Optimization exercise on an open flow, not production practice. RTL: at most simulated, not proved equivalent. Function not checked: runs 4 to 6. Power: default activity.

--- design.v ---
package tconv_pkg;
  localparam int OMAP_W       = 14;
  localparam int OMAP_SEL_MSB = 13;
  localparam int OMAP_SEL_LSB = 10;
  localparam int OMAP_ADDR_W  = 9;
  localparam int OMAP_SEL_W   = OMAP_SEL_MSB - OMAP_SEL_LSB + 1;
  localparam int TGT_W = OMAP_SEL_W + OMAP_ADDR_W;
  localparam int ACC_PIPE_DEPTH = 6;
  typedef enum logic [1:0] {
    ST_IDLE  = 2'd0,
    ST_ISSUE = 2'd1,
    ST_DRAIN = 2'd2
  } sched_state_e;
  typedef struct packed {
    logic             valid;
    logic [TGT_W-1:0] tgt;
  } hist_entry_t;
endpackage
import tconv_pkg::*;
module hazard_window
#(
  parameter int DEPTH = ACC_PIPE_DEPTH
) (
  input  logic             clk,
  input  logic             rst_n,
  input  logic             push_valid,
  input  logic [TGT_W-1:0] push_tgt,
  input  logic [TGT_W-1:0] probe_tgt,
  output logic             hit,
  output logic             hit_young    
);
  localparam int SLOTS = DEPTH - 1;
  logic [SLOTS-1:0]            hist_v_q;
  logic [SLOTS-1:0][TGT_W-1:0] hist_t_q;
  logic [SLOTS-1:0]            match;
  always_ff @(posedge clk or negedge rst_n) begin
    if (!rst_n) hist_v_q <= '0;
    else        hist_v_q <= {hist_v_q[SLOTS-2:0], push_valid};
  end
  always_ff @(posedge clk) begin
    hist_t_q <= {hist_t_q[SLOTS-2:0], push_tgt};
  end
  always_comb begin
    for (int i = 0; i < SLOTS; i++) match[i] = hist_v_q[i] && (hist_t_q[i] == probe_tgt);
    hit       = |match;
    hit_young = |match[SLOTS-2:0];
  end
endmodule
import tconv_pkg::*;
module accum_drain_scheduler
#(
  parameter int DW        = 16,
  parameter int NUM_COLS  = 16,
  parameter int HAZ_DEPTH = ACC_PIPE_DEPTH
) (
  input  logic                       clk,
  input  logic                       rst_n,
  input  logic                       vec_valid,
  output logic                       vec_ready,
  input  logic [NUM_COLS*DW-1:0]     vec_flat,
  input  logic [NUM_COLS-1:0]        cmap,
  input  logic [NUM_COLS*OMAP_W-1:0] omap_flat,
  output logic [DW-1:0]              partial_out,
  output logic [3:0]                 col_id,
  output logic                       partial_valid,
  output logic [NUM_COLS-1:0]        cmap_out,
  output logic [NUM_COLS*OMAP_W-1:0] omap_out,
  output logic                       busy,
  output logic                       done,
  output logic [15:0]                stall_cnt
);
  localparam int NC = NUM_COLS;
  function automatic logic [TGT_W-1:0] tgt_of(input logic [OMAP_W-1:0] e);
    tgt_of = {e[OMAP_SEL_MSB:OMAP_SEL_LSB], e[OMAP_ADDR_W-1:0]};
  endfunction
  function automatic logic [NC-1:0] lowest(input logic [NC-1:0] m);
    logic [NC-1:0] r;
    logic          seen;
    r = '0;
    seen = 1'b0;
    for (int i = 0; i < NC; i++) begin
      r[i] = m[i] & ~seen;
      seen = seen | m[i];
    end
    lowest = r;
  endfunction
  function automatic logic [NC-1:0] rr_next(input logic [NC-1:0] p, input logic [NC-1:0] s);
    logic [NC-1:0]   above;
    logic [2*NC-1:0] l;
    logic            seen;
    seen = 1'b0;
    for (int i = 0; i < NC; i++) begin
      above[i] = seen;
      seen = seen | p[i];
    end
    l = '0;
    seen = 1'b0;
    for (int i = 0; i < 2*NC; i++) begin
      l[i] = ((i < NC) ? (s[i] & above[i]) : s[i-NC]) & ~seen;
      seen = seen | l[i];
    end
    rr_next = l[NC-1:0] | l[2*NC-1:NC];
  endfunction
  function automatic logic [3:0] enc(input logic [NC-1:0] oh);
    logic [3:0] r;
    r = '0;
    for (int i = 0; i < NC; i++) if (oh[i]) r = r | 4'(i);
    enc = r;
  endfunction
  logic [NC*DW-1:0]     vec_q;
  logic [NC-1:0]        cmap_q;
  logic [NC*OMAP_W-1:0] omap_q;
  logic [NC-1:0]        pend_q, pend_d;    
  logic [NC-1:0]        nx_q, nx_d;        
  logic                 c_v_q, c_v_d;
  logic                 c_old_q, c_old_d;  
  logic [3:0]           c_col_q, c_col_d;
  logic [TGT_W-1:0]     c_tgt_q, c_tgt_d;
  logic                 ready_q, ready_d;
  logic                 busy_q, busy_d;
  logic                 zpend_q, zpend_d;
  logic [6:0]           tok_q, tok_d;
  logic                 done_q;
  logic [DW-1:0]        out_q;
  logic [3:0]           col_q;
  logic                 pv_q;
  logic [15:0]          stall_q;
  logic hit, hit_young, fire, accept;
  hazard_window #(
    .DEPTH (HAZ_DEPTH)
  ) u_hazard_window (
    .clk        (clk),
    .rst_n      (rst_n),
    .push_valid (fire),
    .push_tgt   (c_tgt_q),
    .probe_tgt  (c_tgt_q),
    .hit        (hit),
    .hit_young  (hit_young)
  );
  assign fire   = c_v_q & ~hit;
  assign accept = ready_q & vec_valid;
  logic [NC-1:0]    in_oh, in_oh2;
  logic [TGT_W-1:0] in_tgt;
  logic             in_zero, in_le1;
  always_comb begin
    in_oh  = lowest(cmap);
    in_oh2 = lowest(cmap & ~in_oh);
    in_tgt = '0;
    for (int i = 0; i < NC; i++) begin
      in_tgt = in_tgt | ({TGT_W{in_oh[i]}} & tgt_of(omap_flat[i*OMAP_W +: OMAP_W]));
    end
    in_zero = (cmap == '0);
    in_le1  = (in_oh2 == '0);
  end
  logic [NC-1:0]    c_oh, n2;
  logic [TGT_W-1:0] nx_tgt;
  logic [DW-1:0]    c_dat;
  logic             p_any, n2_any;
  always_comb begin
    for (int i = 0; i < NC; i++) c_oh[i] = (c_col_q == 4'(i));
    nx_tgt = '0;
    c_dat  = '0;
    for (int i = 0; i < NC; i++) begin
      nx_tgt = nx_tgt | ({TGT_W{nx_q[i]}} & tgt_of(omap_q[i*OMAP_W +: OMAP_W]));
      c_dat  = c_dat  | ({DW{c_oh[i]}} & vec_q[i*DW +: DW]);
    end
    p_any  = (nx_q != '0);
    n2_any = ((pend_q & ~nx_q) != '0);
    n2     = rr_next(nx_q, pend_q & ~nx_q);
  end
  logic c_free, take, last_fire, zins;
  always_comb begin
    c_free    = ~c_v_q | fire;
    take      = p_any & (fire | (c_v_q & ~c_old_q & hit_young));
    last_fire = fire & (c_old_q | ~p_any);
    c_v_d   = c_v_q;
    c_old_d = c_old_q;
    c_col_d = c_col_q;
    c_tgt_d = c_tgt_q;
    pend_d  = pend_q;
    nx_d    = nx_q;
    if (accept) begin
      if (!c_free) begin
        c_old_d = 1'b1;
        pend_d  = cmap;
        nx_d    = in_oh;
      end else begin
        c_v_d   = ~in_zero;
        c_old_d = 1'b0;
        c_col_d = enc(in_oh);
        c_tgt_d = in_tgt;
        pend_d  = cmap & ~in_oh;
        nx_d    = in_oh2;
      end
    end else if (take) begin
      c_v_d   = 1'b1;
      c_old_d = 1'b0;
      c_col_d = enc(nx_q);
      c_tgt_d = nx_tgt;
      if (fire) begin
        pend_d = pend_q & ~nx_q;
        nx_d   = n2;
      end else begin
        pend_d = (pend_q & ~nx_q) | c_oh;
        nx_d   = n2_any ? n2 : c_oh;
      end
    end else if (fire) begin
      c_v_d   = 1'b0;
      c_old_d = 1'b0;
    end
    zins    = (accept & in_zero & ~c_v_q) | (zpend_q & ~c_v_q);
    zpend_d = zpend_q ? c_v_q : (accept & in_zero & c_v_q);
    tok_d   = {tok_q[5:0], last_fire | zins};
    busy_d  = c_v_d | zpend_d | (tok_d != '0);
    ready_d = ~zpend_d & (accept ? (c_free ? in_le1 : in_zero)
                                 : (~p_any | (fire & ~n2_any)));
  end
  always_ff @(posedge clk or negedge rst_n) begin
    if (!rst_n) begin
      cmap_q  <= '0;
      omap_q  <= '0;
    end else if (accept) begin
      cmap_q  <= cmap;
      omap_q  <= omap_flat;
    end
  end
  always_ff @(posedge clk) begin
    if (accept) vec_q <= vec_flat;
  end
  always_ff @(posedge clk or negedge rst_n) begin
    if (!rst_n) begin
      pend_q  <= '0;
      nx_q    <= '0;
      c_v_q   <= 1'b0;
      c_old_q <= 1'b0;
      ready_q <= 1'b1;
      busy_q  <= 1'b0;
      zpend_q <= 1'b0;
      tok_q   <= '0;
      done_q  <= 1'b0;
      pv_q    <= 1'b0;
      stall_q <= '0;
    end else begin
      pend_q  <= pend_d;
      nx_q    <= nx_d;
      c_v_q   <= c_v_d;
      c_old_q <= c_old_d;
      ready_q <= ready_d;
      busy_q  <= busy_d;
      zpend_q <= zpend_d;
      tok_q   <= tok_d;
      done_q  <= tok_q[6];
      pv_q    <= fire;
      if (c_v_q && hit && (stall_q != 16'hFFFF)) stall_q <= stall_q + 16'd1;
    end
  end
  always_ff @(posedge clk) begin
    c_col_q <= c_col_d;
    c_tgt_q <= c_tgt_d;
    col_q   <= c_col_q;
    if (!c_old_q) out_q <= c_dat;
  end
  assign vec_ready     = ready_q;
  assign busy          = busy_q;
  assign partial_out   = out_q;
  assign col_id        = col_q;
  assign partial_valid = pv_q;
  assign done          = done_q;
  assign stall_cnt     = stall_q;
  assign cmap_out      = cmap_q;
  assign omap_out      = omap_q;
endmodule
--- constraint.sdc ---
create_clock -name core_clock -period 6.0 [get_ports {clk}]
set_input_delay 1.2000 -clock core_clock [delete_from_list [all_inputs] [get_ports {clk}]]
set_output_delay 1.2000 -clock core_clock [all_outputs]
set_load 0.01 [all_outputs]
--- run.sh ---
#!/bin/bash
# synth_recipe.tcl (not shown) runs the flow's synth.tcl, then flattens the netlist and writes it again
# the make line also repeats each setting of config.mk as NAME=value (left out here)
make -C /OpenROAD-flow-scripts/flow DESIGN_CONFIG=/design/flow/config.mk WORK_HOME=/design/flow/orfs CLKGATE_MAP_FILE= SYNTH_SCRIPT=/design/flow/synth_recipe.tcl finish
--- config.mk ---
export PLATFORM = sky130hd
export DESIGN_NAME = accum_drain_scheduler
export DESIGN_NICKNAME = accum_drain_scheduler
export VERILOG_FILES = /design/flow/design.v
export SDC_FILE = /design/flow/constraint.sdc
export NUM_CORES = 4
export LEC_CHECK = 0
export ABC_CLOCK_PERIOD_IN_PS = 2500
export CAP_MARGIN = 20
export CORE_MARGIN = 2
export CORE_UTILIZATION = 40
export SETUP_SLACK_MARGIN = 3.5
export SLEW_MARGIN = 20
==> summary.md, run 1 <==
| Metric | Value |
|---|---|
| Final antenna-violating net count | 0 |
| Hold Path Class | reg2reg |
| Worst path top cell family by delay | simple AND/OR/NAND/NOR gates |
| Drt total wl | between 100 and 150 mm |
| Mapped Cells | 2555 |
| CP Launch Type | flip-flop |
| Final min period | 2.914 ns |
| Share of cells above drive strength 1 | 0.2530 |
| Area Overhead vs Synth | 52.30% |
| Synth cell types | 83 |
| Final setup viols | 0 |
| Die height | ~270 um |
| Gpl congestion | 1.060 |
| Yosys top cell area share | 0.3095 |
| Setup TNS | 0 ns |
| Main synth FF type | dfrtp_1 |
| Initial Util | 0.4025 |
| Worst Clk Skew | about 0.019 ns |
| Vias per cell | 6.048 |
| CP Max Fanout | 5 |
| CP Cell Sequence | buf_6 -> xnor2_2 -> nand4_1 -> or4_4 -> a21boi_4 -> buf_6 -> buf_8 -> buf_8 -> mux2_4 -> a31oi_1 -> o21ai_1 |
| Full die area | approximately 0.072 mm2 |
| Most common cell in the netlist | nand2_1 |
| Clock Tree Root | clkbuf_16 |
| Synth Warn # | 2 |
| Hold Buf Count CTS | 0 |
| Largest net degree at the start of global routing | 127 |
| Initial DRC Count | 4035 |
| Crit path buffers/inverters | 4 |
| Fin area | roughly 0.043 mm2 |
| Fraction of registers with async set/reset | 0.4608 |
| Pleak | 0.01778 uW |
| GRT Residual Overflow | 0 |
| First-pass GRT wire length | about 200 mm |
| IO buf count | 778 |
| Skew-Pair Late Insertion Delay | 0.63 ns |
| Commonest cells in the netlist | nand2_1, dfrtp_1, edfxtp_1 |
| # H-tree levels | 3 |
| Syn Area/Cell | between 10 and 15 um2 |
| Slowest-stage cell, CP | or4_4 |
| Syn Nets | 3055 |
| WP data required | between 6 and 7 ns |
| Synth Cell Area | 0.02804 mm2 |
| CTS tree | done |
| Period utilisation layout | 0.4856 |
| Status | no timing/DRC/antenna violations |
| Placed instance area | around 0.037 mm2 |
| Largest buffer count on any clock path | 3 |
| Slowest cell delay on critical path | 0.61 ns |
| Sequential fraction of the synthesis area | 0.6319 |
| Critical path class | reg2reg |
| Vias in the first global route | 27086 |
| Cell taking the most area after synthesis | edfxtp_1 |
| Row count | 97 |
| Worst Tran Pin Value | 1.183 ns |
| Power Density | 489.1 mW/mm2 |
| Top cells by area, synth | edfxtp_1, dfrtp_1, nand2_1 |
| Routed WL per cell | between 30 and 40 um |
| Hold Violations, Final | 0 |
| Final Max Tran Viols | 0 |
| CTS Buf Count | 74 |
| Clk slew on worst S/H paths | 0.06 ns |
| DRC | 0 |
| # IOs | about 800 |
| Initial antenna violation count | 35 |
| Core Box Area | 0.06966 mm2 |
| Max cap viols | 0 |
| Post-DP HPWL | 106.6 mm |
| Drt pass-1 iters | 11 |
| Arr. time, crit path | between 3 and 4 ns |
| Setup crit end kind | flip-flop |
| F_max | 0.3432 GHz |
| Unrepaired setup endpoints after global routing | true |
| Clock sink count | 664 |
| #FFs+latches synth | 664 |
| Peak VDD IR | 255.1 uV |
| Total track usage | 0.4019 |
| Die width | 268.8 um |
| Via count | 27670 |
| Fin nets | 4052 |
| Post-synth EDFFs | 289 |
| Max_slew headroom | 0.2113 |
==> state kept, by name, indices dropped and copies added (netlist names) <==
signal                    cells
busy_q                        1
c_col_q                       4
c_old_q                       1
c_tgt_q                      13
c_v_q                         1
cmap_q                       16
col_q                         4
done_q                        1
nx_q                         16
omap_q                      224
out_q                        16
pend_q                       16
ready_q                       1
stall_q                      16
tok_q                         7
u_hazard_window.hist_t_q     65
u_hazard_window.hist_v_q      5
vec_q                       256
zpend_q                       1
==> cells in the final DEF (no fill, tap or decap), types with 13 or more instances in the layout <==
cell type,count
a22oi_1,80
o21ai_0,19
nor2_2,14
o21ai_1,23
nand2b_1,13
clkdlybuf4s50_1,484
buf_2,115
a222oi_1,39
clkdlybuf4s15_1,88
a31oi_1,16
a21oi_1,22
a21oi_2,19
a22o_1,77
clkinv_2,17
diode_2,23
nand2_1,789
clkdlybuf4s15_2,57
clkbuf_16,83
dfxtp_1,69
nand3_1,41
dfrtp_1,234
nor2_1,36
dfrtp_2,71
and4_1,13
a2111oi_0,16
a221oi_1,88
nand4_1,39
buf_4,256
nor3_1,16
xnor2_1,67
nand2_2,14
buf_12,16
buf_6,37
edfxtp_1,289
==> through the flow <==
step / hold slack [ns] / cells / util / power, uW / setup slack [ns]
after global routing: 0.3582 / 4565 / 0.6126 / 21560 / 2.999
final: 0.3546 / 4575 / 0.6130 / 20880 / 3.086
after CTS: 0.3512 / 4519 / 0.6014 / 20400 / 3.108
after floorplan: 0.3312 / 2555 / - / 10420 / 2.618
after detailed placement: 0.3472 / 4146 / 0.5305 / 14780 / 0.7866
after global placement: 0.3396 / 4145 / 0.5304 / 14680 / 0.8900
==> power by group <==
part	internal [uW]	switching [uW]	leakage [uW]	total, uW
registers	6310	1310	0.00699	7620
clock network	2770	2010	0.00125	4780
logic	3670	4810	0.00953	8490
total	12800	8130	0.0178	20900
==> final timing paths <==
| kind | end | cells past startpoint | slack [ns] | startpoint |
|---|---|---|---|---|
| worst min-delay path | done_q | 0 | 0.35 | tok_q[6] |
| worst min register to register | done_q | 0 | 0.35 | tok_q[6] |
| worst max register to register | nx_q[15] | 11 | 3.09 | c_tgt_q[3] |
| min in group asynchronous | omap_q[65] | 1 | 0.59 | rst_n |
| max in group asynchronous | omap_q[18] | 2 | 4.13 | rst_n |
| worst max-delay path | nx_q[15] | 11 | 3.09 | c_tgt_q[3] |
==> cell type report <==
cell class                      instances  area (um2)
Fill cell                            5695       26960
Sequential cell                       664       17810
Multi-Input combinational cell       1705       10860
Timing Repair Buffer                 1093       10170
Clock buffer                           95        2066
Tap cell                              940        1176
Clock inverter                         41       480.5
Inverter                               13       67.56
Antenna cell                           23       57.56
Timing Repair inverter                  1       8.758
==> routing by layer <==
metal | vias to the layer above | wire (um) | track usage
met3 | 586 | 17340 | 0.1335
met2 | 2042 | 67610 | 0.6346
li1 | 11364 | - | -
met4 | 28 | 12580 | 0.2769
met5 | - | 178 | 0
met1 | 13650 | 51830 | 0.4634
==> cells by family (layout without fill, tap and decap cells) <==
family,count (synthesis),count (layout),share of synthesized area
AOI/OAI and AO/OA,507,508,0.1415
xor gates and xnor gates,84,84,0.02624
adders and majority gates,3,3,0.001160
buffers and inverters,195,1243,0.02780
DFF,664,664,0.6319
muxes,11,16,0.004105
other,0,23,0
and+or+nand+nor,1091,1094,0.1672
==> repair_timing <==
| action | in CTS | in global routing |
|---|---|---|
| gates resized for setup | 1164 | 136 |
| pin swaps | 64 | 57 |
| buffers inserted | 222 | 28 |
| cloned | 15 | 5 |
| hold endpoints to repair | 0 | 0 |
| endpoints found under the setup margin | 873 | 292 |
Testbench counts, summed over its fixed seeds: cycles 76,115, items 3,200.
==> run 2, diff against run 1 <==
==> flow/run.sh (new file) <==
#!/bin/bash
# Standard layout, but the port buffers are the platform's smallest buffer instead of the
# delay buffer buffer_ports picks by default; repair still resizes any that need it.
set -euo pipefail
cd "$(dirname "$0")/.."
bash standard.sh BUFFER_PORTS_ARGS="-buffer_cell sky130_fd_sc_hd__buf_1" finish > run_standard.log 2>&1
==> standard.sh (new file) <==
#!/bin/bash
# synth_recipe.tcl (not shown) runs the flow's synth.tcl, then flattens the netlist and writes it again
# the make line also repeats each setting of config.mk as NAME=value (left out here)
make -C /OpenROAD-flow-scripts/flow DESIGN_CONFIG=/design/flow/config.mk WORK_HOME=/design/flow/orfs CLKGATE_MAP_FILE= SYNTH_SCRIPT=/design/flow/synth_recipe.tcl "${@:-finish}"
removed: run.sh
==> summary.md, run 2 <==
| Metric | Value |
|---|---|
| Top cells by area, synth | edfxtp_1, dfrtp_1, nand2_1 |
| Final antenna-violating net count | 0 |
| Final min period | between 2 and 3 ns |
| Via count | 27028 |
| Top reg by flops | vec_q |
| WP data required | approximately 6.4 ns |
| Cell taking the most area after synthesis | edfxtp_1 |
| Origin of the critical flop-to-flop path | nx_q[0] |
| CTS tree | done |
| Synth Cell Area | approximately 0.028 mm2 |
| Fin area | 0.03741 mm2 |
| Most common cell in the netlist | nand2_1 |
| Min Hold Slack | 0.3435 ns |
| Worst path top cell family by delay | compound AO/OA/AOI/OAI gates |
| Total power | 19630 uW |
| Synth cell types | 83 |
| Synth Warn # | 2 |
| Clk slew on worst S/H paths | 0.07 ns |
| Max cap viols | 0 |
| Vias per cell | roughly 6 |
| Crit path buffers/inverters | 3 |
| Initial antenna violation count | 29 |
| Critical path class | reg2reg |
| Setup crit end kind | flip-flop |
| Slowest cell delay on critical path | 0.99 ns |
| Syn Area/Cell | ~11 um2 |
| Initial Util | 0.4025 |
| Post-synth EDFFs | 289 |
| Worst hold start | tok_q[6] |
| Clock sink count | 664 |
| Largest buffer count on any clock path | 3 |
| Max_slew headroom | 0.2312 |
| Main synth FF type | dfrtp_1 |
| Sequential fraction of the synthesis area | 0.6319 |
| CP Max Fanout | 10 |
| Fin nets | 3922 |
| Internal reg-to-reg setup slack | 3.01 ns |
| # H-tree levels | 3 |
| Area Overhead vs Synth | 33.42% |
| Hold Violations, Final | 0 |
| Total area of sequential cells | 0.01778 mm2 |
| Share of cells above drive strength 1 | 0.1776 |
| Unrepaired setup endpoints after global routing | true |
| F_max | 0.3348 GHz |
| Drt pass-1 iters | 9 |
| Full die area | 0.07223 mm2 |
| Drt total wl | 143.9 mm |
| Min-Delay Path Depth | 0 |
| Worst Hold Path EP | done_q |
| Gpl congestion | roughly 1.1 |
| Skew-Pair Late Insertion Delay | around 0.63 ns |
| # IOs | 779 |
| Clock Tree Root | clkbuf_16 |
| Footprint of the multi-input gates | 0.01083 mm2 |
| Die width | 268.8 um |
| Syn Nets | 3055 |
| Yosys top cell area share | 0.3095 |
| Commonest cells in the netlist | nand2_1, dfrtp_1, edfxtp_1 |
| GRT Residual Overflow | 0 |
| Commonest non-fill, non-tap cell in the layout | nand2_1 |
| Final setup viols | 0 |
| Die height | between 200 and 300 um |
| Mapped Cells | 2555 |
| Filler instances | slightly above 6000 |
| Power Density | between 500 and 600 mW/mm2 |
| Placed instance area | ~0.032 mm2 |
| Period utilisation layout | 0.4978 |
| Reg2reg end | c_tgt_q[6] |
| CP Launch Type | flip-flop |
| Post-DP HPWL | 103.0 mm |
| Top flop regs | vec_q x256, omap_q x224, u_hazard_window.hist_t_q x65 |
| Fraction of registers with async set/reset | 0.4608 |
| Vias in the first global route | 25810 |
| Core Box Area | around 0.07 mm2 |
| Worst Clk Skew | 0.03040 ns |
| #FFs+latches synth | 664 |
| Most used cell, CP | buf_4 |
| Hold Path Class | reg2reg |
| Final Max Tran Viols | 0 |
| Initial DRC Count | 4094 |
| Worst Tran Pin Value | 1.153 ns |
| DRC | 0 |
| Peak VDD IR | 282.0 uV |
| Arr. time, crit path | 3.35 ns |
| CTS Buf Count | 75 |
| Commonest non-fill, non-tap cells in the layout | nand2_1, buf_1, edfxtp_1, dfrtp_1, buf_4 |
| Max reg flops | between 200 and 300 |
| Routed WL per cell | ~32 um |
| Pleak | 0.01506 uW |
| Total track usage | 0.3823 |
| CP Cell Sequence | buf_12 -> buf_4 -> buf_4 -> a221oi_1 -> nand3_1 -> a2111oi_0 -> a31oi_1 |
| R2R depth | 7 |
| Row count | 97 |
| IO buf count | 778 |
| Status | no timing/DRC/antenna violations |
| Stages on worst setup path | 7 |
| First-pass GRT wire length | about 190 mm |
| Slowest-stage cell, CP | a221oi_1 |
| Setup TNS | 0 ns |
| Largest net degree at the start of global routing | 112 |
==> run 2: cell counts after synthesis <==
Identical to the previous run, type by type.
==> run 2: report_power, final <==
part	switching [uW]	internal, uW	leakage, uW
Sequential	1380	6300	0.00702
Combinational	4630	2660	0.00682
Clock	1980	2690	0.00122
==> run 2: how the worst max path moves through the flow <==
stage	slack [ns]	endpoint	from
after floorplan	2.62	busy_q	cmap[3]
after global placement	1.32	nx_q[15]	cmap[4]
after detailed placement	1.19	c_col_q[1]	cmap[4]
after CTS	3.01	c_col_q[2]	cmap[4]
after global routing	3.01	pend_q[9]	c_tgt_q[7]
final	3.01	c_tgt_q[6]	nx_q[0]
==> run 2: cell type report <==
| type | instances | area share |
|---|---|---|
| diodes | 28 | 0.001873 |
| clock buffers | 103 | 0.05796 |
| clock inverters | 32 | 0.008863 |
| inverters | 13 | 0.001739 |
| multi-input cells | 1704 | 0.2895 |
| flip-flops and latches | 664 | 0.4753 |
| well taps | 940 | 0.03144 |
| repair buffers | 961 | 0.1327 |
| repair inverters | 3 | 0.0007023 |
==> run 2: per-stage QoR <==
step	util	worst slack [ns]	instances
after floorplan	-	2.618	2555
after global placement	0.4606	1.323	4147
after detailed placement	0.4607	1.194	4148
after CTS	0.5221	3.013	4379
after global routing	0.5365	3.013	4434
final	0.5370	3.013	4448
==> run 2: per-layer routing <==
| metal | global-route usage | up-vias | part of all wire | wire length (um) |
|---|---|---|---|---|
| li1 | - | 11100 | - | - |
| met1 | 0.4498 | 13265 | 0.34 | 49230 |
| met2 | 0.6099 | 2108 | 0.46 | 65990 |
| met3 | 0.1118 | 537 | 0.12 | 17060 |
| met4 | 0.2523 | 18 | 0.080 | 11530 |
| met5 | 0 | - | 0.00085 | 122 |
==> run 2: worst reg2reg max path, cell delays in order (launching register included) <==
cell and delay, ns:
dfrtp_2 0.42, buf_12 0.13, buf_4 0.17, buf_4 0.22, a221oi_1 1.00, nand3_1 0.16
a2111oi_0 0.53, a31oi_1 0.09
==> run 2: logic make-up (layout without fill, tap and decap cells) <==
| group | count (synthesis) | after routing | synth area share |
|---|---|---|---|
| muxes | 11 | 16 | 0.004105 |
| buffers and inverters | 195 | 1112 | 0.02780 |
| adders and majority gates | 3 | 3 | 0.001160 |
| other | 0 | 28 | 0 |
| AOI/OAI and AO/OA | 507 | 508 | 0.1415 |
| xor gates and xnor gates | 84 | 84 | 0.02624 |
| and+or+nand+nor | 1091 | 1093 | 0.1672 |
| DFF | 664 | 664 | 0.6319 |
==> run 2: what timing repair did <==
item	4_1_cts	5_1_grt
resized for setup	285	124
pin swaps	72	65
hold buffers	0	0
buffers inserted	84	35
gates cloned	12	6
setup endpoints to repair	537	330
==> run 3, diff against run 2 <==
--- a/config.mk
+++ b/config.mk
@@ -10,4 +10,6 @@
 export CORE_MARGIN = 2
 export CORE_UTILIZATION = 40
+export CTS_CLUSTER_DIAMETER = 80
+export CTS_CLUSTER_SIZE = 20
 export SETUP_SLACK_MARGIN = 3.5
 export SLEW_MARGIN = 20
==> summary.md, run 3 <==
| Metric | Value |
|---|---|
| Worst path top cell family by delay | simple AND/OR/NAND/NOR gates |
| Cell Int Power | 10450 uW |
| Slowest-stage cell, CP | a221oi_1 |
| Clock Tree Root | clkbuf_16 |
| Top flop regs | vec_q x256, omap_q x224, u_hazard_window.hist_t_q x65 |
| Arr. time, crit path | 3.37 ns |
| Status | no timing/DRC/antenna violations |
| Main synth FF type | dfrtp_1 |
| Switching share of total power | 0.4258 |
| Hold Path Class | reg2reg |
| CTS Buf Count | 44 |
| Final antenna-violating net count | 0 |
| Syn Area/Cell | 10.97 um2 |
| Top reg by flops | vec_q |
| Full die area | 0.07223 mm2 |
| Final Max Tran Viols | 0 |
| Combinational power share | 0.403 |
| Cells after DPL | 4148 |
| Initial DRC Count | 4147 |
| Max reg flops | around 260 |
| Final setup viols | 0 |
| Syn Nets | 3055 |
| Worst Tran Pin Value | around 1.1 ns |
| Vias per cell | 6.156 |
| Worst Clk Skew | 0.03808 ns |
| #FFs+latches synth | 664 |
| F_max | roughly 0.33 GHz |
| Total track usage | 0.3856 |
| Setup TNS | 0 ns |
| Initial antenna violation count | 32 |
| Drt pass-1 iters | 13 |
| Largest buffer count on any clock path | 3 |
| Sequential fraction of the synthesis area | 0.6319 |
| GRT Residual Overflow | 0 |
| Commonest non-fill, non-tap cells in the layout | nand2_1, buf_1, edfxtp_1, dfrtp_1, buf_4 |
| Hold Buf Count CTS | 0 |
| Commonest non-fill, non-tap cell in the layout | nand2_1 |
| # IOs | just under 800 |
| Gpl congestion | ~1.1 |
| Final min period | 3.028 ns |
| Most common cell in the netlist | nand2_1 |
| Commonest cells in the netlist | nand2_1, dfrtp_1, edfxtp_1 |
| Period utilisation layout | 0.5046 |
| Critical path class | in2reg |
| Slowest cell delay on critical path | roughly 0.38 ns |
| Largest net degree at the start of global routing | 112 |
| Row count | 97 |
| Max_slew headroom | 0.2652 |
| Die height | around 270 um |
| Reg power frac | 0.421 |
| CTS tree | done |
| Initial Util | 0.4025 |
| Filler instances | ~6300 |
| Most used cell, CP | buf_4 |
| Min Hold Slack | 0.3409 ns |
| Fin cells | 4409 |
| Hold Violations, Final | 0 |
| Drt total wl | between 100 and 150 mm |
| Synth cell types | 83 |
| IO buf count | ~780 |
| Fin nets | 3914 |
| Area Overhead vs Synth | 31.33% |
| First-pass GRT wire length | around 200 mm |
| Skew-Pair Late Insertion Delay | 0.64 ns |
| Pleak | 0.01469 uW |
| Routed WL per cell | around 33 um |
| Die width | 268.8 um |
| Fraction of registers with async set/reset | 0.4608 |
| CP Max Fanout | 15 |
| CP Cell Sequence | buf_2 -> buf_12 -> nor2_4 -> buf_4 -> nand2_2 -> nor3b_2 -> buf_4 -> a221oi_1 -> nand2_1 -> a21oi_2 -> and4_1 -> a31oi_1 |
| Power Density | 494.3 mW/mm2 |
| NetSw | between 7000 and 8000 uW |
| Mapped Cells | 2555 |
| WP data required | 6.34 ns |
| Synth Warn # | 2 |
| Clock sink count | approximately 660 |
| Top cells by area, synth | edfxtp_1, dfrtp_1, nand2_1 |
| Total power | 18200 uW |
| Setup crit end kind | flip-flop |
| Post-synth EDFFs | 289 |
| Synth Cell Area | 0.02804 mm2 |
| Crit path buffers/inverters | 4 |
| CP Launch Type | input port |
| Clock network fraction of total power | 0.177 |
| Core Box Area | around 0.07 mm2 |
| Peak VDD IR | 246.6 uV |
| Unrepaired setup endpoints after global routing | true |
| Yosys top cell area share | 0.3095 |
| Cell taking the most area after synthesis | edfxtp_1 |
| DRC | 0 |
| Clk slew on worst S/H paths | 0.09 ns |
| Share of cells above drive strength 1 | 0.1822 |
| Via count | 27141 |
| # H-tree levels | 2 |
| Vias in the first global route | 25774 |
| Post-DP HPWL | approximately 100 mm |
| Max cap viols | 0 |
==> run 3: cell counts after synthesis <==
Identical to the previous run, type by type.
==> run 3: cells by family (layout without fill, tap and decap cells) <==
family	Yosys count	after routing	share of synthesized area
other	0	22	0
DFF	664	664	0.6319
and+or+nand+nor	1091	1093	0.1672
AOI/OAI and AO/OA	507	508	0.1415
adders and majority gates	3	3	0.001160
xor gates and xnor gates	84	84	0.02624
buffers and inverters	195	1078	0.02780
muxes	11	17	0.004105
==> run 3: worst paths after layout <==
path                          start           to  slack (ns)  depth (start not counted)
setup / recovery            cmap[1]   c_tgt_q[7]        2.97                         12
hold / removal             tok_q[6]       done_q        0.34                          0
setup reg to reg            nx_q[5]   c_tgt_q[5]        3.03                          5
hold reg to reg            tok_q[6]       done_q        0.34                          0
max in group asynchronous     rst_n  omap_q[199]        4.39                          2
min in group asynchronous     rst_n   omap_q[93]        0.56                          1
==> run 3: layout make-up <==
type | instances | area, um2 | share of cell area
diodes | 22 | 55.05 | 0.001495
clock buffers | 65 | 1205 | 0.03272
clock inverters | 14 | 180.2 | 0.004893
inverters | 13 | 67.56 | 0.001835
multi-input cells | 1705 | 11060 | 0.3004
flip-flops and latches | 664 | 17790 | 0.4831
well taps | 940 | 1176 | 0.03194
repair buffers | 983 | 5256 | 0.1427
repair inverters | 3 | 35.03 | 0.0009513
==> run 3: power by group through the flow <==
stage / logic, uW / clock network (uW) / registers, uW
after floorplan: 2960 / 0 / 7460
after global placement: 5720 / 0 / 7730
after detailed placement: 5780 / 0 / 7760
after CTS: 6680 / 3230 / 7590
after global routing: 7670 / 3400 / 7740
final: 7330 / 3220 / 7660
==> run 3: repair_timing <==
item,in CTS,in global routing
buffers inserted,98,40
gates cloned,20,2
endpoints found under the setup margin,544,171
gates resized for setup,312,171
pin swaps,75,58
==> run 3: routing by layer <==
layer | track usage | up-vias | part of all wire
li1 | - | 11068 | -
met1 | 0.4586 | 13305 | 0.34
met2 | 0.6165 | 2177 | 0.46
met3 | 0.1056 | 569 | 0.12
met4 | 0.2512 | 22 | 0.080
met5 | 0 | - | 0.00097
==> run 3: worst register-to-register path: stages (launching register included) <==
cell	delay [ns]
dfrtp_1	0.41
buf_4	0.28
a222oi_1	0.89
nand3_1	0.39
a2111oi_0	0.61
a31oi_1	0.09
==> run 3: metrics by stage <==
stage / cell area, um2 / util / worst slack (ns)
global route: 36800 / 0.5283 / 2.992
global placement: 32080 / 0.4606 / 1.323
finish: 36830 / 0.5286 / 2.972
CTS: 35740 / 0.5130 / 2.964
floorplan: 28340 / - / 2.618
detailed placement: 32090 / 0.4607 / 1.194
==> run 4, diff against run 3 <==
--- a/design.v
+++ b/design.v
@@ -113,4 +113,5 @@
   logic [NC-1:0]        pend_q, pend_d;    
   logic [NC-1:0]        nx_q, nx_d;        
+  logic                 p_any, p_any_d;    
   logic                 c_v_q, c_v_d;
   logic                 c_old_q, c_old_d;  
@@ -140,21 +141,23 @@
   assign fire   = c_v_q & ~hit;
   assign accept = ready_q & vec_valid;
-  logic [NC-1:0]    in_oh, in_oh2;
+  logic [NC-1:0]    in_oh_q, in_nx;
   logic [TGT_W-1:0] in_tgt;
-  logic             in_zero, in_le1;
-  always_comb begin
-    in_oh  = lowest(cmap);
-    in_oh2 = lowest(cmap & ~in_oh);
+  logic             in_zero, in_rest;
+  always_comb begin
     in_tgt = '0;
     for (int i = 0; i < NC; i++) begin
-      in_tgt = in_tgt | ({TGT_W{in_oh[i]}} & tgt_of(omap_flat[i*OMAP_W +: OMAP_W]));
-    end
-    in_zero = (cmap == '0);
-    in_le1  = (in_oh2 == '0);
+      in_tgt = in_tgt | ({TGT_W{in_oh_q[i]}} & tgt_of(omap_flat[i*OMAP_W +: OMAP_W]));
+    end
+    in_zero = (in_oh_q == '0);
+    in_nx   = lowest(cmap & ~in_oh_q);
+    in_rest = ((cmap & ~in_oh_q) != '0);
+  end
+  always_ff @(posedge clk) begin
+    in_oh_q <= lowest(cmap);
   end
   logic [NC-1:0]    c_oh, n2;
   logic [TGT_W-1:0] nx_tgt;
   logic [DW-1:0]    c_dat;
-  logic             p_any, n2_any;
+  logic             n2_any;
   always_comb begin
     for (int i = 0; i < NC; i++) c_oh[i] = (c_col_q == 4'(i));
@@ -165,5 +168,4 @@
       c_dat  = c_dat  | ({DW{c_oh[i]}} & vec_q[i*DW +: DW]);
     end
-    p_any  = (nx_q != '0);
     n2_any = ((pend_q & ~nx_q) != '0);
     n2     = rr_next(nx_q, pend_q & ~nx_q);
@@ -180,16 +182,19 @@
     pend_d  = pend_q;
     nx_d    = nx_q;
+    p_any_d = p_any;
     if (accept) begin
       if (!c_free) begin
         c_old_d = 1'b1;
         pend_d  = cmap;
-        nx_d    = in_oh;
+        nx_d    = in_oh_q;
+        p_any_d = ~in_zero;
       end else begin
         c_v_d   = ~in_zero;
         c_old_d = 1'b0;
-        c_col_d = enc(in_oh);
+        c_col_d = enc(in_oh_q);
         c_tgt_d = in_tgt;
-        pend_d  = cmap & ~in_oh;
-        nx_d    = in_oh2;
+        pend_d  = cmap & ~in_oh_q;
+        nx_d    = in_nx;
+        p_any_d = in_rest;
       end
     end else if (take) begin
@@ -199,6 +204,7 @@
       c_tgt_d = nx_tgt;
       if (fire) begin
-        pend_d = pend_q & ~nx_q;
-        nx_d   = n2;
+        pend_d  = pend_q & ~nx_q;
+        nx_d    = n2;
+        p_any_d = n2_any;
       end else begin
         pend_d = (pend_q & ~nx_q) | c_oh;
@@ -213,6 +219,5 @@
     tok_d   = {tok_q[5:0], last_fire | zins};
     busy_d  = c_v_d | zpend_d | (tok_d != '0);
-    ready_d = ~zpend_d & (accept ? (c_free ? in_le1 : in_zero)
-                                 : (~p_any | (fire & ~n2_any)));
+    ready_d = vec_valid & ~accept & ~zpend_d & (~p_any | (fire & ~n2_any));
   end
   always_ff @(posedge clk or negedge rst_n) begin
@@ -232,7 +237,8 @@
       pend_q  <= '0;
       nx_q    <= '0;
+      p_any   <= 1'b0;
       c_v_q   <= 1'b0;
       c_old_q <= 1'b0;
-      ready_q <= 1'b1;
+      ready_q <= 1'b0;
       busy_q  <= 1'b0;
       zpend_q <= 1'b0;
@@ -244,4 +250,5 @@
       pend_q  <= pend_d;
       nx_q    <= nx_d;
+      p_any   <= p_any_d;
       c_v_q   <= c_v_d;
       c_old_q <= c_old_d;
--- a/config.mk
+++ b/config.mk
@@ -10,6 +10,4 @@
 export CORE_MARGIN = 2
 export CORE_UTILIZATION = 40
-export CTS_CLUSTER_DIAMETER = 80
-export CTS_CLUSTER_SIZE = 20
 export SETUP_SLACK_MARGIN = 3.5
 export SLEW_MARGIN = 20
==> summary.md, run 4 <==
| Metric | Value |
|---|---|
| Synth Warn # | 2 |
| Most common cell in the netlist | nand2_1 |
| Worst Clk Skew | between 0.02 and 0.03 ns |
| F_max | 0.3127 GHz |
| Hold Path Class | reg2reg |
| Cell taking the most area after synthesis | edfxtp_1 |
| Synth cell types | 67 |
| Slowest-stage cell, CP | or4_4 |
| Drt pass-1 iters | 8 |
| Critical path class | reg2reg |
| Core Box Area | 0.06991 mm2 |
| # H-tree levels | 3 |
| Commonest non-fill, non-tap cells in the layout | nand2_1, buf_1, edfxtp_1, dfrtp_1, a22oi_1 |
| Status | no timing/DRC/antenna violations |
| Syn Area/Cell | 11.05 um2 |
| Mapped Cells | 2549 |
| Fraction of registers with async set/reset | 0.4508 |
| Worst Tran Pin Value | ~1.3 ns |
| Max reg flops | ~260 |
| Die height | 269.4 um |
| Synth Cell Area | 0.02817 mm2 |
| Top cells by area, synth | edfxtp_1, dfrtp_1, nand2_1 |
| CP Max Fanout | 21 |
| Vias per cell | between 6 and 7 |
| Final core area utilization | 0.5420 |
| Main synth FF type | dfrtp_1 |
| Top reg by flops | vec_q |
| Final antenna-violating net count | 0 |
| CP Cell Sequence | buf_4 -> or4_4 -> or4_4 -> a221o_2 -> nor4b_4 -> a21oi_2 -> or3b_1 -> a21oi_1 -> a211o_1 |
| Syn Nets | between 3000 and 4000 |
| Post-DP HPWL | 101.4 mm |
| Hold Violations, Final | 0 |
| Setup crit end kind | flip-flop |
| Share of cells above drive strength 1 | 0.1767 |
| Slowest cell delay on critical path | 0.52 ns |
| Yosys top cell area share | 0.3081 |
| Gpl congestion | 1.053 |
| Sequential fraction of the synthesis area | 0.6412 |
| IO buf count | 778 |
| Die width | 269.4 um |
| Clock sink count | 681 |
| Setup TNS | 0 ns |
| Via count | 26844 |
| Full die area | 0.07256 mm2 |
| Period utilisation layout | 0.5329 |
| # IOs | 779 |
| CTS tree | done |
| Post-synth EDFFs | 289 |
| Total track usage | 0.3789 |
| Clk slew on worst S/H paths | 0.07 ns |
| Clock Tree Root | clkbuf_16 |
| Routed WL per cell | 32.38 um |
| Commonest non-fill, non-tap cell in the layout | nand2_1 |
| Power Density | 522.8 mW/mm2 |
| Initial antenna violation count | 25 |
| CP Launch Type | flip-flop |
| Top flop regs | vec_q x256, omap_q x224, u_hazard_window.hist_t_q x65 |
| Initial Util | 0.4029 |
| CTS Buf Count | 77 |
| Row count | 97 |
| Pleak | roughly 0.015 uW |
| Initial DRC Count | 3314 |
| Final setup viols | 0 |
| Final Max Tran Viols | 0 |
| Area Overhead vs Synth | 34.51% |
| WP data required | 6.57 ns |
| Largest buffer count on any clock path | 3 |
| Largest net degree at the start of global routing | between 150 and 200 |
| Commonest cells in the netlist | nand2_1, dfrtp_1, edfxtp_1 |
| Most used cell, CP | or4_4 |
| #FFs+latches synth | ~680 |
| DRC | 0 |
| Peak VDD IR | 258.5 uV |
| Hold Buf Count CTS | 0 |
| Max cap viols | 0 |
| Vias in the first global route | 26840 |
| GRT Residual Overflow | 0 |
| Arr. time, crit path | 3.77 ns |
| Skew-Pair Late Insertion Delay | roughly 0.65 ns |
| Unrepaired setup endpoints after global routing | true |
| Drt total wl | 143.4 mm |
| Final min period | ~3.2 ns |
| First-pass GRT wire length | 196.9 mm |
| Fin nets | 3913 |
| Max_slew headroom | 0.1350 |
[run 4: worst max-delay path: cells and delay by family (launching register included)]
family	cells	cell delay, ns
DFF	1	0.36
AOI/OAI and AO/OA	4	0.79
and+or+nand+nor	4	1.69
buffers and inverters	1	0.28
[run 4: cells by family after synthesis]
kind of cell | count (synthesis) | share of synthesized area
adder cells (fa/ha/maj) | 1 | 0.0004441
AND/OR/NAND/NOR | 1113 | 0.1719
buffers and inverters | 195 | 0.02674
XOR/XNOR | 79 | 0.02456
multiplexers | 2 | 0.0007995
AO/OA/AOI/OAI | 478 | 0.1343
flip-flops | 681 | 0.6412
[run 4: worst paths after layout]
check	slack (ns)	startpoint	endpoint	cells after the start
max in group asynchronous	4.18	rst_n	omap_q[144]	2
max reg2reg	2.80	nx_q[4]	nx_q[1]	9
min reg2reg	0.36	u_hazard_window.hist_t_q[20]	u_hazard_window.hist_t_q[33]	0
max	2.80	nx_q[4]	nx_q[1]	9
min in group asynchronous	0.48	rst_n	stall_q[3]	1
min	0.36	u_hazard_window.hist_t_q[20]	u_hazard_window.hist_t_q[33]	0
[run 4: stage by stage]
stage,total power [uW],setup slack (ns),std cells,instance area [um2],hold WS (ns)
global route,20460,2.746,4423,37870,0.3635
detailed placement,13490,2.321,4151,32330,0.3546
finish,19810,2.802,4430,37890,0.3618
CTS,18980,2.805,4381,36650,0.3527
floorplan,10450,2.976,2549,28490,0.3312
global placement,13430,2.396,4151,32330,0.3620
[run 4: metal layers]
layer	track usage	vias to the layer above	part of all wire
met4	0.2728	20	0.089
met3	0.1024	529	0.11
met1	0.4329	13260	0.34
li1	-	11089	-
met2	0.6155	1946	0.47
met5	0	-	0.00091
[run 4: area by class of cell]
cell class	instances	area (um2)
multi-input combinational	1675	10990
sequential	681	18090
inverter	19	105.1
clock buffer	106	2127
timing repair buffer	958	4996
fill	6210	32020
tap	940	1176
antenna	16	40.04
clock inverter	34	349.1
timing repair inverter	1	11.26
[run 4: power breakdown]
group	switching (uW)	internal, uW
logic	4770	2710
clock network	2050	2620
registers	1320	6330
[run 4: repair_timing]
action / 4_1_cts / 5_1_grt
setup buffers: 80 / 30
pin swaps: 58 / 65
cloned: 10 / 3
endpoints found under the setup margin: 474 / 106
resized for setup: 255 / 194
==> run 5, diff against run 4 <==
--- a/config.mk
+++ b/config.mk
@@ -6,5 +6,5 @@
 export NUM_CORES = 4
 export LEC_CHECK = 0
-export ABC_CLOCK_PERIOD_IN_PS = 2500
+export ABC_AREA = 1
 export CAP_MARGIN = 20
 export CORE_MARGIN = 2
==> summary.md, run 5 <==
| Metric | Value |
|---|---|
| F_max | 0.3258 GHz |
| Vias in the first global route | 27921 |
| Period utilisation layout | 0.5115 |
| Arr. time, crit path | around 3.6 ns |
| Routed WL per cell | roughly 27 um |
| Max reg flops | 256 |
| CP Cell Sequence | buf_12 -> nor2_8 -> nand2_2 -> nand2_2 -> nand3_4 -> nor2_4 -> nand4_4 -> nor2_4 -> nand4_4 -> nor2_4 -> nand4_4 -> nor2_4 -> nand4_4 -> nor2_4 -> nand4_4 -> nor2_4 -> buf_4 -> nand3_2 -> nand3_2 -> nand2_2 -> a21oi_2 |
| Row count | 99 |
| Peak VDD IR | between 200 and 300 uV |
| Commonest non-fill, non-tap cells in the layout | nand2_1, buf_1, edfxtp_1, dfrtp_1, inv_1 |
| Total track usage | 0.3551 |
| Yosys top cell area share | 0.2918 |
| Min Hold Slack | around 0.35 ns |
| Vias per cell | approximately 5.7 |
| Largest net degree at the start of global routing | 109 |
| Share of cells above drive strength 1 | 0.2031 |
| Cell taking the most area after synthesis | edfxtp_1 |
| Critical path class | reg2reg |
| Full die area | ~0.077 mm2 |
| CP Max Fanout | 10 |
| Synth Cell Area | 0.02974 mm2 |
| Die width | 276.7 um |
| Setup TNS | 0 ns |
| Mapped Cells | ~3200 |
| Main synth FF type | dfrtp_1 |
| Power Density | 505.8 mW/mm2 |
| Hold Path Class | reg2reg |
| Drt total wl | 141.2 mm |
| Initial antenna violation count | 26 |
| Unrepaired setup endpoints after global routing | true |
| Via count | approximately 30000 |
| Commonest non-fill, non-tap cell in the layout | nand2_1 |
| CTS tree | done |
| Max cap viols | 0 |
| WP data required | roughly 6.6 ns |
| Setup crit end kind | flip-flop |
| Final setup viols | 0 |
| CP Launch Type | flip-flop |
| Post-DP HPWL | between 100 and 150 mm |
| Syn Nets | 3667 |
| Drt pass-1 iters | 7 |
| Post-synth EDFFs | 289 |
| Largest buffer count on any clock path | 3 |
| Final min period | 3.069 ns |
| Skew-Pair Late Insertion Delay | about 0.63 ns |
| Initial Util | 0.4056 |
| Die height | 276.7 um |
| Clock sink count | 681 |
| Fraction of registers with async set/reset | 0.4508 |
| # H-tree levels | 3 |
| Synth Warn # | 2 |
| Sequential fraction of the synthesis area | 0.6072 |
| Commonest cells in the netlist | nand2_1, dfrtp_1, edfxtp_1 |
| Top cells by area, synth | edfxtp_1, dfrtp_1, nand2_1 |
| Top reg by flops | vec_q |
| Worst Clk Skew | 0.02991 ns |
| # IOs | 779 |
| Clock Tree Root | clkbuf_16 |
| Final Max Tran Viols | 0 |
| CTS Buf Count | 76 |
| DRC | 0 |
| Worst Tran Pin Value | 1.056 ns |
| Max_slew headroom | 0.2950 |
| Area Overhead vs Synth | 36.39% |
| Gpl congestion | 1.016 |
| GRT Residual Overflow | 0 |
| First-pass GRT wire length | roughly 200 mm |
| Core Box Area | 0.07333 mm2 |
| #FFs+latches synth | 681 |
| Status | no timing/DRC/antenna violations |
| Clk slew on worst S/H paths | 0.06 ns |
| Pleak | 0.01710 uW |
| Final antenna-violating net count | 0 |
| Slowest-stage cell, CP | dfrtp_1 |
| Initial DRC Count | 3507 |
| Hold Violations, Final | 0 |
| Syn Area/Cell | 9.392 um2 |
| Synth cell types | just under 60 |
| Filler instances | 6749 |
| Fin nets | between 4000 and 5000 |
| Most used cell, CP | nor2_4 |
| Most common cell in the netlist | nand2_1 |
| Top flop regs | vec_q x256, omap_q x224, u_hazard_window.hist_t_q x65 |
| Slowest cell delay on critical path | 0.41 ns |
| IO buf count | 778 |
[run 5: routing by layer]
| layer | global-route usage | share of wire |
|---|---|---|
| met4 | 0.1884 | 0.068 |
| met1 | 0.4457 | 0.37 |
| met2 | 0.5644 | 0.45 |
| met5 | 0 | 0.00035 |
| met3 | 0.09204 | 0.11 |
[run 5: through the flow]
stage / instances / setup slack, ns / cell area (um2) / utilization / total power (uW)
2_1_floorplan: 3167 / 3.094 / 29890 / - / 10720
3_3_place_gp: 4813 / 2.046 / 33870 / 0.4618 / 13690
6_report: 5166 / 2.931 / 40570 / 0.5533 / 20520
3_5_place_dp: 4814 / 1.974 / 33880 / 0.4621 / 13720
5_1_grt: 5160 / 2.827 / 40560 / 0.5530 / 21320
4_1_cts: 5099 / 3.067 / 39200 / 0.5346 / 19680
[run 5: final timing paths]
path / cells after the start / to / startpoint / slack (ns)
hold reg to reg: 0 / done_q / tok_q[6] / 0.35
max in group asynchronous: 2 / omap_q[158] / rst_n / 4.35
min in group asynchronous: 1 / omap_q[25] / rst_n / 0.55
setup reg to reg: 21 / nx_q[12] / nx_q[0] / 2.93
setup / recovery: 21 / nx_q[12] / nx_q[0] / 2.93
hold / removal: 0 / done_q / tok_q[6] / 0.35
[run 5: cells by family (layout without fill, tap and decap cells)]
| kind of cell | Yosys count | after routing | synth area share |
|---|---|---|---|
| flip-flops | 681 | 681 | 0.6072 |
| AND/OR/NAND/NOR | 1548 | 1550 | 0.2221 |
| other | 0 | 22 | 0 |
| AO/OA/AOI/OAI | 471 | 471 | 0.1048 |
| buffers and inverters | 436 | 1452 | 0.05649 |
| adder cells (fa/ha/maj) | 1 | 1 | 0.0004206 |
| multiplexers | 1 | 1 | 0.0003786 |
| XOR/XNOR | 29 | 29 | 0.008539 |
[run 5: final cells by class]
class / count / area [um2] / area share
antenna: 22 / 55.05 / 0.001357
clock buffer: 115 / 2181 / 0.05375
clock inverter: 24 / 247.7 / 0.006106
inverter: 299 / 1221 / 0.03010
multi-input combinational: 2052 / 11940 / 0.2943
sequential: 681 / 18130 / 0.4468
tap: 959 / 1200 / 0.02958
timing repair buffer: 1010 / 5567 / 0.1372
timing repair inverter: 4 / 32.53 / 0.0008018
[run 5: report_power, final]
| group | internal, uW | switching, uW | leakage [uW] | total (uW) |
|---|---|---|---|---|
| clock network | 2620 | 1990 | 0.00118 | 4610 |
| logic | 3010 | 5340 | 0.00869 | 8350 |
| registers | 6320 | 1240 | 0.00723 | 7560 |
[run 5: timing repair]
item                                    CTS  global route
buffers inserted                        131            42
pin swaps                               100           132
endpoints found under the setup margin  474           127
cloned                                   15             2
hold buffers                              0             0
hold endpoints to repair                  0             0
resized for setup                       429           233
[run 5: critical path: cells and delay by family, from the launching register on]
kind	cells	cell delay, ns
buffers and inverters	2	0.31
AND/OR/NAND/NOR	18	2.15
AO/OA/AOI/OAI	1	0.12
flip-flops	1	0.41
==> run 6, diff against run 5 <==
--- a/config.mk
+++ b/config.mk
@@ -6,8 +6,9 @@
 export NUM_CORES = 4
 export LEC_CHECK = 0
-export ABC_AREA = 1
+export ABC_CLOCK_PERIOD_IN_PS = 2500
 export CAP_MARGIN = 20
 export CORE_MARGIN = 2
-export CORE_UTILIZATION = 40
+export CORE_UTILIZATION = 55
+export PLACE_DENSITY = 0.7
 export SETUP_SLACK_MARGIN = 3.5
 export SLEW_MARGIN = 20
==> summary.md, run 6 <==
| Metric | Value |
|---|---|
| Status | no timing/DRC/antenna violations |
| Total area of sequential cells | roughly 0.018 mm2 |
| Footprint of the multi-input gates | 0.01057 mm2 |
| Hold Violations, Final | 0 |
| Core Box Area | around 0.05 mm2 |
| Final min period | 3.186 ns |
| Commonest non-fill, non-tap cell in the layout | nand2_1 |
| Die width | 230.3 um |
| Skew-Pair Late Insertion Delay | roughly 0.63 ns |
| Largest buffer count on any clock path | 3 |
| Origin of the critical flop-to-flop path | nx_q[2] |
| R2R depth | 9 |
| Worst Tran Pin Value | 0.9717 ns |
| Filler instances | 3486 |
| # IOs | ~780 |
| Min-Delay Path Depth | 0 |
| DRC | 0 |
| Critical path class | reg2reg |
| Initial Util | 0.5592 |
| Full die area | 0.05304 mm2 |
| Gpl congestion | 1.072 |
| Internal reg-to-reg setup slack | about 2.8 ns |
| Period utilisation layout | 0.5309 |
| Vias in the first global route | 27216 |
| Vias per cell | 6.781 |
| Hold Buf Count CTS | 0 |
| Initial antenna violation count | 11 |
| Syn Nets | 3049 |
| Setup crit end kind | flip-flop |
| Final setup viols | 0 |
| Initial DRC Count | 4738 |
| IO buf count | 778 |
| Yosys top cell area share | 0.3081 |
| Reg2reg end | nx_q[2] |
| Top flop regs | vec_q x256, omap_q x224, u_hazard_window.hist_t_q x65 |
| Setup TNS | 0 ns |
| Clock Tree Root | clkbuf_16 |
| Arr. time, crit path | 3.74 ns |
| Placement Setup Slack | 1.814 ns |
| Unrepaired setup endpoints after global routing | true |
| Syn Area/Cell | around 11 um2 |
| Worst Hold Path EP | done_q |
| CP Launch Type | flip-flop |
| Clock sink count | 681 |
| Pleak | 0.01481 uW |
| Power Density | 532.5 mW/mm2 |
| Setup WS post-layout | 2.814 ns |
| Via count | 28182 |
| Drt pass-1 iters | 10 |
| Largest net degree at the start of global routing | around 160 |
| CP Max Fanout | 5 |
| F_max | 0.3139 GHz |
| Final antenna-violating net count | 0 |
| Synth cell types | 67 |
| Peak VDD IR | 405.9 uV |
| Synth Warn # | 2 |
| Final Max Tran Viols | 0 |
| Worst hold start | tok_q[6] |
| Post-synth EDFFs | 289 |
| Max cap viols | 0 |
| Commonest cells in the netlist | nand2_1, dfrtp_1, edfxtp_1 |
| Row count | 82 |
| CTS tree | done |
| Top cells by area, synth | edfxtp_1, dfrtp_1, nand2_1 |
| Share of cells above drive strength 1 | 0.1549 |
| Drt total wl | approximately 140 mm |
| Most common cell in the netlist | nand2_1 |
| Area Overhead vs Synth | 30.46% |
| Fraction of registers with async set/reset | 0.4508 |
| Total power | 19570 uW |
| Top reg by flops | vec_q |
| Routed WL per cell | roughly 33 um |
| Mapped Cells | approximately 2500 |
| Post-DP HPWL | 94.82 mm |
| First-pass GRT wire length | 189.3 mm |
| Total track usage | 0.5030 |
| GRT Residual Overflow | 0 |
| Sequential fraction of the synthesis area | 0.6412 |
| Final core area utilization | 0.7295 |
| Commonest non-fill, non-tap cells in the layout | nand2_1, buf_1, edfxtp_1, dfrtp_1, a22oi_1 |
| Max reg flops | roughly 260 |
| WP data required | 6.55 ns |
| Die height | 230.3 um |
| # H-tree levels | 3 |
| Clk slew on worst S/H paths | 0.06 ns |
| Cell taking the most area after synthesis | edfxtp_1 |
| Max_slew headroom | 0.3479 |
| Fin nets | 3907 |
| Worst Clk Skew | between 0.015 and 0.02 ns |
| Hold Path Class | reg2reg |
| Main synth FF type | dfrtp_1 |
| Synth Cell Area | 0.02817 mm2 |
| #FFs+latches synth | 681 |
| CTS Buf Count | 72 |
==> run 6: changes by cell type in the layout (fill, tap and decap cells not counted), sizes merged, moves of 44 or more <==
cell / change
nand2: -294
xnor2: +67
a21oi: -44
buf: -53
a22o: +59
o21ai: -138
nor2: -119
nand4: -50
a22oi: +127
inv: -264
==> run 6: cell type report <==
class,instances,share of cell area
Inverter,19,0.002520
Timing Repair inverter,2,0.0004767
Antenna cell,18,0.001226
Clock buffer,97,0.05352
Clock inverter,36,0.009534
Timing Repair Buffer,955,0.1297
Multi-Input combinational cell,1676,0.2875
Sequential cell,681,0.4926
Tap cell,672,0.02288
==> run 6: timing repair <==
| action | 4_1_cts | 5_1_grt |
|---|---|---|
| cloned | 9 | 1 |
| endpoints found under the hold margin | 0 | 0 |
| endpoints found under the setup margin | 504 | 90 |
| resized for setup | 232 | 102 |
| pin swaps | 65 | 47 |
| buffers inserted | 84 | 27 |
==> run 6: cells by family (layout without fill, tap and decap cells) <==
group | count (synthesis) | after routing | synth area share
AO/OA/AOI/OAI | 478 | 478 | 0.1343
XOR/XNOR | 79 | 79 | 0.02456
adder cells (fa/ha/maj) | 1 | 1 | 0.0004441
buffers and inverters | 195 | 1109 | 0.02674
flip-flops | 681 | 681 | 0.6412
multiplexers | 2 | 2 | 0.0007995
other | 0 | 18 | 0
AND/OR/NAND/NOR | 1113 | 1116 | 0.1719
==> run 6: how the worst max path moves through the flow <==
stage | endpoint | from | slack (ns)
after floorplan | nx_q[13] | nx_q[2] | 2.98
after global placement | c_tgt_q[8] | vec_valid | 1.87
after detailed placement | c_tgt_q[4] | vec_valid | 1.81
after CTS | nx_q[1] | nx_q[11] | 2.99
after global routing | nx_q[2] | nx_q[2] | 2.80
final | nx_q[2] | nx_q[2] | 2.81
==> run 6: critical path, cell delays in order, from the launching register on <==
cell	delay (ns)
dfrtp_2	0.48
or4_4	0.58
or4_4	0.48
a221o_2	0.44
nor4b_4	0.32
a21oi_2	0.12
buf_4	0.18
o21bai_4	0.24
a22oi_2	0.10
o21ai_1	0.16
==> run 6: report_power, final <==
group	total, uW	leakage (uW)	switching [uW]	internal (uW)
Sequential	7810	0.00718	1480	6330
Clock	4440	0.00110	1940	2500
Combinational	7320	0.00653	4730	2590
Total	19600	0.0148	8150	11400
==> run 6: routing by layer <==
metal,part of all wire,track usage,up-vias
li1,-,-,11080
met4,0.10,0.4004,4
met2,0.44,0.7530,2800
met3,0.14,0.1744,871
met1,0.32,0.5919,13427
met5,0.00017,0,-
==> run 6: metrics by stage <==
| step | hold slack, ns | instances | cell area [um2] |
|---|---|---|---|
| 2_1_floorplan | 0.3312 | 2549 | 28490 |
| 3_3_place_gp | 0.3496 | 3884 | 31970 |
| 3_5_place_dp | 0.3378 | 3884 | 31970 |
| 4_1_cts | 0.3596 | 4110 | 35960 |
| 5_1_grt | 0.3723 | 4145 | 36720 |
| 6_report | 0.3567 | 4156 | 36750 |
==> run 7, diff against run 6 <==
--- a/design.v
+++ b/design.v
@@ -85,20 +85,13 @@
     lowest = r;
   endfunction
-  function automatic logic [NC-1:0] rr_next(input logic [NC-1:0] p, input logic [NC-1:0] s);
-    logic [NC-1:0]   above;
-    logic [2*NC-1:0] l;
-    logic            seen;
+  function automatic logic [NC-1:0] pre(input logic [NC-1:0] m);
+    logic [NC-1:0] r;
+    logic          seen;
     seen = 1'b0;
     for (int i = 0; i < NC; i++) begin
-      above[i] = seen;
-      seen = seen | p[i];
-    end
-    l = '0;
-    seen = 1'b0;
-    for (int i = 0; i < 2*NC; i++) begin
-      l[i] = ((i < NC) ? (s[i] & above[i]) : s[i-NC]) & ~seen;
-      seen = seen | l[i];
-    end
-    rr_next = l[NC-1:0] | l[2*NC-1:NC];
+      r[i] = seen;
+      seen = seen | m[i];
+    end
+    pre = r;
   endfunction
   function automatic logic [3:0] enc(input logic [NC-1:0] oh);
@@ -113,4 +106,5 @@
   logic [NC-1:0]        pend_q, pend_d;    
   logic [NC-1:0]        nx_q, nx_d;        
+  logic [NC-1:0]        nx_ab_q, nx_ab_d;  
   logic                 p_any, p_any_d;    
   logic                 c_v_q, c_v_d;
@@ -156,5 +150,5 @@
     in_oh_q <= lowest(cmap);
   end
-  logic [NC-1:0]    c_oh, n2;
+  logic [NC-1:0]    c_oh, n2, n2_ab, c_ab, p_rest, p_hi;
   logic [TGT_W-1:0] nx_tgt;
   logic [DW-1:0]    c_dat;
@@ -169,5 +163,14 @@
     end
     n2_any = ((pend_q & ~nx_q) != '0);
-    n2     = rr_next(nx_q, pend_q & ~nx_q);
+    p_rest = pend_q & ~nx_q;
+    p_hi   = p_rest & nx_ab_q;
+    if (p_hi != '0) begin
+      n2    = lowest(p_hi);
+      n2_ab = pre(p_hi);
+    end else begin
+      n2    = lowest(p_rest);
+      n2_ab = pre(p_rest);
+    end
+    for (int i = 0; i < NC; i++) c_ab[i] = (4'(i) > c_col_q);
   end
   logic c_free, take, last_fire, zins;
@@ -182,4 +185,5 @@
     pend_d  = pend_q;
     nx_d    = nx_q;
+    nx_ab_d = nx_ab_q;
     p_any_d = p_any;
     if (accept) begin
@@ -188,4 +192,5 @@
         pend_d  = cmap;
         nx_d    = in_oh_q;
+        nx_ab_d = pre(in_oh_q);
         p_any_d = ~in_zero;
       end else begin
@@ -196,4 +201,5 @@
         pend_d  = cmap & ~in_oh_q;
         nx_d    = in_nx;
+        nx_ab_d = pre(cmap & ~in_oh_q);
         p_any_d = in_rest;
       end
@@ -206,8 +212,10 @@
         pend_d  = pend_q & ~nx_q;
         nx_d    = n2;
+        nx_ab_d = n2_ab;
         p_any_d = n2_any;
       end else begin
         pend_d = (pend_q & ~nx_q) | c_oh;
-        nx_d   = n2_any ? n2 : c_oh;
+        nx_d    = n2_any ? n2 : c_oh;
+        nx_ab_d = n2_any ? n2_ab : c_ab;
       end
     end else if (fire) begin
@@ -237,4 +245,5 @@
       pend_q  <= '0;
       nx_q    <= '0;
+      nx_ab_q <= '0;
       p_any   <= 1'b0;
       c_v_q   <= 1'b0;
@@ -250,4 +259,5 @@
       pend_q  <= pend_d;
       nx_q    <= nx_d;
+      nx_ab_q <= nx_ab_d;
       p_any   <= p_any_d;
       c_v_q   <= c_v_d;
--- a/config.mk
+++ b/config.mk
@@ -9,6 +9,5 @@
 export CAP_MARGIN = 20
 export CORE_MARGIN = 2
-export CORE_UTILIZATION = 55
-export PLACE_DENSITY = 0.7
+export CORE_UTILIZATION = 40
 export SETUP_SLACK_MARGIN = 3.5
 export SLEW_MARGIN = 20
==> summary.md, run 7 <==
| Metric | Value |
|---|---|
| Drt pass-1 iters | 8 |
| #FFs+latches synth | 696 |
| Pleak | ~0.016 uW |
| Main synth FF type | dfrtp_1 |
| Largest buffer count on any clock path | 3 |
| Internal reg-to-reg setup slack | about 3.2 ns |
| Top flop regs | vec_q x256, omap_q x224, u_hazard_window.hist_t_q x65 |
| Fin nets | 4061 |
| CP Launch Type | flip-flop |
| Initial Util | 0.4038 |
| Commonest cells in the netlist | nand2_1, dfrtp_1, edfxtp_1 |
| Gpl congestion | a little under 1 |
| Worst Hold Path EP | done_q |
| IO buf count | 778 |
| Worst hold start | tok_q[6] |
| Total power | 14230 uW |
| Reg2reg end | nx_q[15] |
| Setup TNS | 0 ns |
| Final Max Tran Viols | 0 |
| Min-Delay Path Depth | 0 |
| Hold Path Class | reg2reg |
| Area Overhead vs Synth | 32.14% |
| Full die area | 0.07584 mm2 |
| Peak VDD IR | 265.6 uV |
| Routed WL per cell | 31.39 um |
| Cell taking the most area after synthesis | edfxtp_1 |
| Setup crit end kind | flip-flop |
| Die height | approximately 280 um |
| CTS tree | done |
| Via count | 28194 |
| Largest net degree at the start of global routing | approximately 180 |
| Yosys top cell area share | 0.2946 |
| Worst Tran Pin Value | 1.010 ns |
| Unrepaired setup endpoints after global routing | true |
| Clock Tree Root | clkbuf_16 |
| Top reg by flops | vec_q |
| Max cap viols | 0 |
| Synth Cell Area | 0.02946 mm2 |
| GRT Residual Overflow | 0 |
| Power Density | roughly 370 mW/mm2 |
| Vias in the first global route | 26862 |
| Final setup viols | 0 |
| Initial DRC Count | 3811 |
| WP data required | about 6.5 ns |
| Sequential fraction of the synthesis area | 0.6258 |
| Skew-Pair Late Insertion Delay | 0.68 ns |
| Commonest non-fill, non-tap cell in the layout | nand2_1 |
| # H-tree levels | 3 |
| Drt total wl | 144.9 mm |
| Final antenna-violating net count | 0 |
| Origin of the critical flop-to-flop path | c_tgt_q[12] |
| Most common cell in the netlist | nand2_1 |
| Hold Buf Count CTS | 0 |
| DRC | 0 |
| Syn Nets | approximately 3200 |
| First-pass GRT wire length | 197.2 mm |
| Commonest non-fill, non-tap cells in the layout | nand2_1, buf_1, dfrtp_1, edfxtp_1, buf_4 |
| Max reg flops | 256 |
| Total track usage | 0.3683 |
| Initial antenna violation count | 35 |
| Worst Clk Skew | 0.04884 ns |
| Share of cells above drive strength 1 | 0.1734 |
| Synth cell types | 80 |
| CTS Buf Count | 78 |
| Clock sink count | 696 |
| Top cells by area, synth | edfxtp_1, dfrtp_1, nand2_1 |
| # IOs | 779 |
| CP Max Fanout | 6 |
| Die width | ~280 um |
| Status | no timing/DRC/antenna violations |
| Mapped Cells | 2695 |
| Hold Violations, Final | 0 |
| Arr. time, crit path | 3.28 ns |
| Syn Area/Cell | 10.93 um2 |
| F_max | 0.3617 GHz |
| Post-DP HPWL | 98.08 mm |
| Synth Warn # | 2 |
| Post-synth EDFFs | 289 |
| Max_slew headroom | 0.3266 |
| Clk slew on worst S/H paths | 0.06 ns |
| R2R depth | 12 |
| Vias per cell | 6.107 |
| Row count | between 90 and 100 |
| Period utilisation layout | 0.4609 |
| Final min period | 2.765 ns |
| Core Box Area | between 0.07 and 0.08 mm2 |
| Fraction of registers with async set/reset | 0.4626 |
| Critical path class | reg2reg |
run 7: logic make-up (layout without fill, tap and decap cells):
family	after synthesis	after routing	share of synthesized area
xor+xnor	79	79	0.02400
mux	10	14	0.003737
flops	696	696	0.6258
other cells	0	31	0
buf+inv	209	1133	0.03054
compound gates	547	547	0.1433
fa+ha+maj	1	1	0.0004246
simple gates	1153	1157	0.1722
run 7: worst max-delay path, cell delays in order, from the launching register on:
cell,delay [ns]
edfxtp_1,0.39
buf_6,0.17
xnor2_1,0.22
nand4_1,0.22
nor4_4,0.38
nor4_4,0.13
buf_6,0.17
mux2i_2,0.17
buf_6,0.17
buf_4,0.14
a31oi_4,0.13
a21oi_2,0.08
a211o_1,0.23
run 7: power breakdown:
group	leakage, uW	internal, uW	switching, uW	total [uW]
Combinational	0.00707	1230	2190	3420
Clock	0.00126	2740	2120	4860
Sequential	0.00747	5520	437	5960
run 7: timing repair:
item | CTS | global route
pin swaps | 43 | 43
setup buffers | 86 | 37
endpoints found under the setup margin | 604 | 234
gates cloned | 13 | 1
resized for setup | 245 | 185
run 7: worst max-delay path by stage:
stage | start | to | slack, ns | depth (start not counted)
2_1_floorplan | cmap[3] | in_oh_q[15] | 3.14 | 6
3_3_place_gp | vec_valid | busy_q | 1.94 | 8
3_5_place_dp | vec_valid | busy_q | 1.85 | 8
4_1_cts | c_tgt_q[11] | c_tgt_q[6] | 3.32 | 10
5_1_grt | c_tgt_q[4] | pend_q[8] | 3.16 | 9
6_report | c_tgt_q[12] | nx_q[15] | 3.23 | 12
run 7: area by class of cell:
cell class                 count  area, um2
fill                        6607      34030
sequential                   696      18490
multi-input combinational   1798      11490
timing repair buffer         966       4974
clock buffer                 106       2195
tap                          959       1200
clock inverter                40      395.4
inverter                      19      87.58
antenna                       31      77.57
timing repair inverter         2      17.52
run 7: through the flow:
stage                     utilization  instance area [um2]  cells  worst slack (ns)  hold WS (ns)
after detailed placement       0.4584                33440   4303             1.853        0.3358
after global routing           0.5334                38920   4612             3.159        0.3575
after CTS                      0.5184                37820   4548             3.318        0.3495
after global placement         0.4584                33440   4303             1.943        0.3374
final                          0.5336                38930   4617             3.235        0.3468
after floorplan                     -                29610   2695             3.138        0.3312
run 7: layer usage:
metal	up-vias	GRT usage	wire length, um
met2	2106	0.5700	65700
met4	18	0.2521	11510
met1	13778	0.4358	50190
met5	-	0	123
li1	11675	-	-
met3	617	0.1211	17400
Testbench counts of run 7, summed over its fixed seeds: cycles 76,207, items 3,200.
